What follows belongs to an exercise in optimizing a design on an open flow for small area, a short achievable clock period and few clock cycles; a production flow would make more cautious choices. Function was checked by simulation only, so behaviour that the tests miss may differ from the original. No activity file was given, so power comes from the tool's default toggle rates.

==> flow/design.v <==
package segmax_pkg;
   localparam int DATA_W_DEF = 32;
endpackage
module segmax_gt
#(
   parameter int DATA_W = segmax_pkg::DATA_W_DEF
) (
   input  logic [DATA_W-1:0] a_i,
   input  logic [DATA_W-1:0] b_i,
   output logic              gt_o
);
   localparam int LV = (DATA_W <= 2) ? 1 : (DATA_W <= 4) ? 2 : (DATA_W <= 8) ? 3 :
                       (DATA_W <= 16) ? 4 : (DATA_W <= 32) ? 5 : 6;
   logic [DATA_W-1:0] g [LV+1];
   logic [DATA_W-1:0] p [LV+1];
   for (genvar i = 0; i < DATA_W; i++) begin : g_bit
      if (i == DATA_W-1) begin : g_sign
         assign g[0][i] = !a_i[i] && b_i[i];
         assign p[0][i] = !a_i[i] || b_i[i];
      end else begin : g_mag
         assign g[0][i] = a_i[i] && !b_i[i];
         assign p[0][i] = a_i[i] || !b_i[i];
      end
   end
   for (genvar l = 0; l < LV; l++) begin : g_lvl
      localparam int N = DATA_W >> (l + 1);
      for (genvar j = 0; j < N; j++) begin : g_node
         assign g[l+1][j] = g[l][2*j+1] || (p[l][2*j+1] && g[l][2*j]);
         assign p[l+1][j] = p[l][2*j+1] && p[l][2*j];
      end
      for (genvar j = N; j < DATA_W; j++) begin : g_pad
         assign g[l+1][j] = 1'b0;
         assign p[l+1][j] = 1'b0;
      end
   end
   assign gt_o = g[LV][0];
endmodule
module segmax_tree
#(
   parameter int DATA_W = segmax_pkg::DATA_W_DEF
) (
   input  logic [DATA_W-1:0] a_i,
   input  logic [DATA_W-1:0] b_i,
   output logic [DATA_W-1:0] max_o
);
   logic gt;
   segmax_gt #(.DATA_W(DATA_W)) u_gt (.a_i(a_i), .b_i(b_i), .gt_o(gt));
   assign max_o = gt ? a_i : b_i;
endmodule
module segmax_stream
#(
   parameter int DATA_W = segmax_pkg::DATA_W_DEF,
   parameter int LANES  = 8,
   parameter int CNT_W  = 16
) (
   input  logic                    clk,
   input  logic                    rst,
   input  logic [1:0]              seg_mode,
   input  logic                    in_valid,
   output logic                    in_ready,
   input  logic [LANES*DATA_W-1:0] in_data,
   input  logic                    in_last,
   output logic                    out_valid,
   input  logic                    out_ready,
   output logic [LANES*DATA_W-1:0] out_max,
   output logic [CNT_W-1:0]        out_beats
);
   logic                  in_row_q, out_valid_q, stall, accept, first;
   logic                  m2_q, m4_q, m2, m4;         
   logic                  v1_q, first1_q, last1_q, two1_q, four1_q, one1;
   logic [DATA_W-1:0]     lane  [8];
   logic [DATA_W-1:0]     p     [4];
   logic [DATA_W-1:0]     p_q   [4];
   logic [DATA_W-1:0]     acc_q [4];
   logic [CNT_W-1:0]      cnt_q;
   logic                  upd, load1;
   logic [DATA_W-1:0]     acc_cmp [4];
   logic                  g10, g20, g30, g21, g31, g32;
   logic [3:0]            x;
   logic                  s00, s01, s02, s03, s11, s12, s13, s22, s33;
   assign stall     = out_valid_q && !out_ready;
   assign in_ready  = !stall;
   assign accept    = in_valid && !stall;
   assign first     = !in_row_q;
   assign m2        = first ? (seg_mode == 2'd1) : m2_q;
   assign m4        = first ? (seg_mode == 2'd2) : m4_q;
   for (genvar i = 0; i < 8; i++) begin : g_lane
      assign lane[i] = in_data[i*DATA_W +: DATA_W];
   end
   for (genvar i = 0; i < 4; i++) begin : g_p
      segmax_tree #(.DATA_W(DATA_W)) u_p (.a_i(lane[2*i]), .b_i(lane[2*i+1]), .max_o(p[i]));
   end
   assign load1 = !(stall && v1_q);
   always_ff @(posedge clk) begin
      if (load1) begin
         first1_q <= first;
         last1_q  <= in_last;
         two1_q   <= m2;
         four1_q  <= m4;
         for (int i = 0; i < 4; i++) p_q[i] <= p[i];
      end
      if (accept && first) begin
         m2_q <= m2;
         m4_q <= m4;
      end
   end
   assign acc_cmp[0] = acc_q[0];
   assign acc_cmp[1] = four1_q ? acc_q[1] : acc_q[0];
   assign acc_cmp[2] = four1_q ? acc_q[2] : two1_q ? acc_q[1] : acc_q[0];
   assign acc_cmp[3] = four1_q ? acc_q[3] : two1_q ? acc_q[1] : acc_q[0];
   segmax_gt #(.DATA_W(DATA_W)) u_g10 (.a_i(p_q[1]), .b_i(p_q[0]), .gt_o(g10));
   segmax_gt #(.DATA_W(DATA_W)) u_g20 (.a_i(p_q[2]), .b_i(p_q[0]), .gt_o(g20));
   segmax_gt #(.DATA_W(DATA_W)) u_g30 (.a_i(p_q[3]), .b_i(p_q[0]), .gt_o(g30));
   segmax_gt #(.DATA_W(DATA_W)) u_g21 (.a_i(p_q[2]), .b_i(p_q[1]), .gt_o(g21));
   segmax_gt #(.DATA_W(DATA_W)) u_g31 (.a_i(p_q[3]), .b_i(p_q[1]), .gt_o(g31));
   segmax_gt #(.DATA_W(DATA_W)) u_g32 (.a_i(p_q[3]), .b_i(p_q[2]), .gt_o(g32));
   for (genvar j = 0; j < 4; j++) begin : g_x
      segmax_gt #(.DATA_W(DATA_W)) u_x (.a_i(p_q[j]), .b_i(acc_cmp[j]), .gt_o(x[j]));
   end
   assign one1 = !two1_q && !four1_q;
   assign upd  = v1_q && !stall;
   assign s00 = (first1_q || x[0]) && (four1_q || (!g10 && (two1_q || (!g20 && !g30))));
   assign s01 = (first1_q || x[1]) && !four1_q && g10 && (two1_q || (!g21 && !g31));
   assign s02 = (first1_q || x[2]) && one1 && g20 && g21 && !g32;
   assign s03 = (first1_q || x[3]) && one1 && g30 && g31 && g32;
   assign s11 = (first1_q || x[1]) && four1_q;
   assign s12 = (first1_q || x[2]) && two1_q && !g32;
   assign s13 = (first1_q || x[3]) && two1_q && g32;
   assign s22 = (first1_q || x[2]) && four1_q;
   assign s33 = (first1_q || x[3]) && four1_q;
   always_ff @(posedge clk) begin
      if (upd) begin
         if (s00 || s01 || s02 || s03)
            acc_q[0] <= ({DATA_W{s00}} & p_q[0]) | ({DATA_W{s01}} & p_q[1]) |
                        ({DATA_W{s02}} & p_q[2]) | ({DATA_W{s03}} & p_q[3]);
         if (s11 || s12 || s13 || first1_q)
            acc_q[1] <= ({DATA_W{s11}} & p_q[1]) | ({DATA_W{s12}} & p_q[2]) |
                        ({DATA_W{s13}} & p_q[3]);
         if (s22 || first1_q) acc_q[2] <= {DATA_W{four1_q}} & p_q[2];
         if (s33 || first1_q) acc_q[3] <= {DATA_W{four1_q}} & p_q[3];
         if (first1_q)          cnt_q <= CNT_W'(1);
         else if (!(&cnt_q))    cnt_q <= cnt_q + 1'b1;
      end
   end
   for (genvar k = 0; k < 4; k++) begin : g_out
      assign out_max[k*DATA_W +: DATA_W] = acc_q[k];
   end
   assign out_max[LANES*DATA_W-1:4*DATA_W] = '0;
   assign out_valid = out_valid_q;
   assign out_beats = cnt_q;
   always_ff @(posedge clk) begin
      if (rst) begin
         in_row_q    <= 1'b0;
         v1_q        <= 1'b0;
         out_valid_q <= 1'b0;
      end else if (!stall) begin
         if (accept) in_row_q <= !in_last;
         v1_q        <= accept;
         out_valid_q <= v1_q && last1_q;
      end
   end
endmodule
clock: 10.0 ns
lec_check: 0
abc_area: 1
cap_margin: 20
core_margin: 2
core_utilization: 40
setup_slack_margin: 5
slew_margin: 20
standard.sh (not shown) runs the stock make flow with config.mk's settings and CLKGATE_MAP_FILE= SYNTH_SCRIPT=/design/flow/synth_recipe.tcl, a recipe that flattens the netlist after the stock synthesis.
==> flow/flow/run.sh <==
#!/bin/bash
# The standard layout, with plain buffers on the ports instead of delay cells,
# and timing repair aiming a little further below the clock period.
# make's full output goes to standard.log; each ORFS step logs under orfs/logs.
export BUFFER_PORTS_ARGS="-buffer_cell sky130_fd_sc_hd__buf_1"
bash standard.sh SETUP_SLACK_MARGIN=6.0 finish > standard.log 2>&1
Testbench counts at the start, summed over its fixed seeds: cycles 21,117.
Next try:
--- a/flow/design.v
+++ b/flow/design.v
@@ -76,14 +76,14 @@
    logic                  upd, load1;
    logic [DATA_W-1:0]     acc_cmp [4];
    logic                  g10, g20, g30, g21, g31, g32;
    logic [3:0]            x;
    logic                  s00, s01, s02, s03, s11, s12, s13, s22, s33;
    assign stall     = out_valid_q && !out_ready;
-   assign in_ready  = !stall;
-   assign accept    = in_valid && !stall;
+   assign in_ready  = !(out_valid_q && v1_q);
+   assign accept    = in_valid && in_ready;
    assign first     = !in_row_q;
    assign m2        = first ? (seg_mode == 2'd1) : m2_q;
    assign m4        = first ? (seg_mode == 2'd2) : m4_q;
    for (genvar i = 0; i < 8; i++) begin : g_lane
       assign lane[i] = in_data[i*DATA_W +: DATA_W];
    end
@@ -150,13 +150,13 @@
    assign out_beats = cnt_q;
    always_ff @(posedge clk) begin
       if (rst) begin
          in_row_q    <= 1'b0;
          v1_q        <= 1'b0;
          out_valid_q <= 1'b0;
-      end else if (!stall) begin
+      end else begin
          if (accept) in_row_q <= !in_last;
-         v1_q        <= accept;
-         out_valid_q <= v1_q && last1_q;
+         if (load1)  v1_q <= accept;
+         if (!stall) out_valid_q <= v1_q && last1_q;
       end
    end
 endmodule
=> The changed run went through all stages and came out clean. Wire length fell by 0.86%. Die area came out lower by 1.2%. Total power went down by 2.9%. Design area went down by about 1.6%. Synthesized cell count fell by about 0.8%. Area after synthesis goes down by 1.2%. Utilization barely changes. Global-route usage is higher by 0.69 points.
Testbench counts after the change, summed over its fixed seeds: cycles 22,349.

-- what the ideal ports hide --
In the flow no input, the clock included, has a driving cell. The finished layouts below were timed again as built, in two steps. Step 1, drivers: a clkbuf_16 drives clk and a buf_2 each remaining input, both assumed. Step 2 also shifts input and output timing later by t, the mid clock arrival at the registers, as if the neighbouring blocks saw the same clock. Three values: ideal ports, drivers, drivers and shift; two values: the first two.
| run | t (ns) | setup WS [ns] | worst slew at a driven data input, ns |
|---|---|---|---|
| the first run | 0.599 | 5.658 / 5.625 / 5.622 | 0.11 |
| the second run | 0.604 | 6.027 / 6.051 / 5.447 | 0.12 |
After both steps setup and hold are still met in every run listed. For the second run, which loses most, drivers alone change the setup slack by +0.024 ns; drivers and shift together by -0.580 ns.
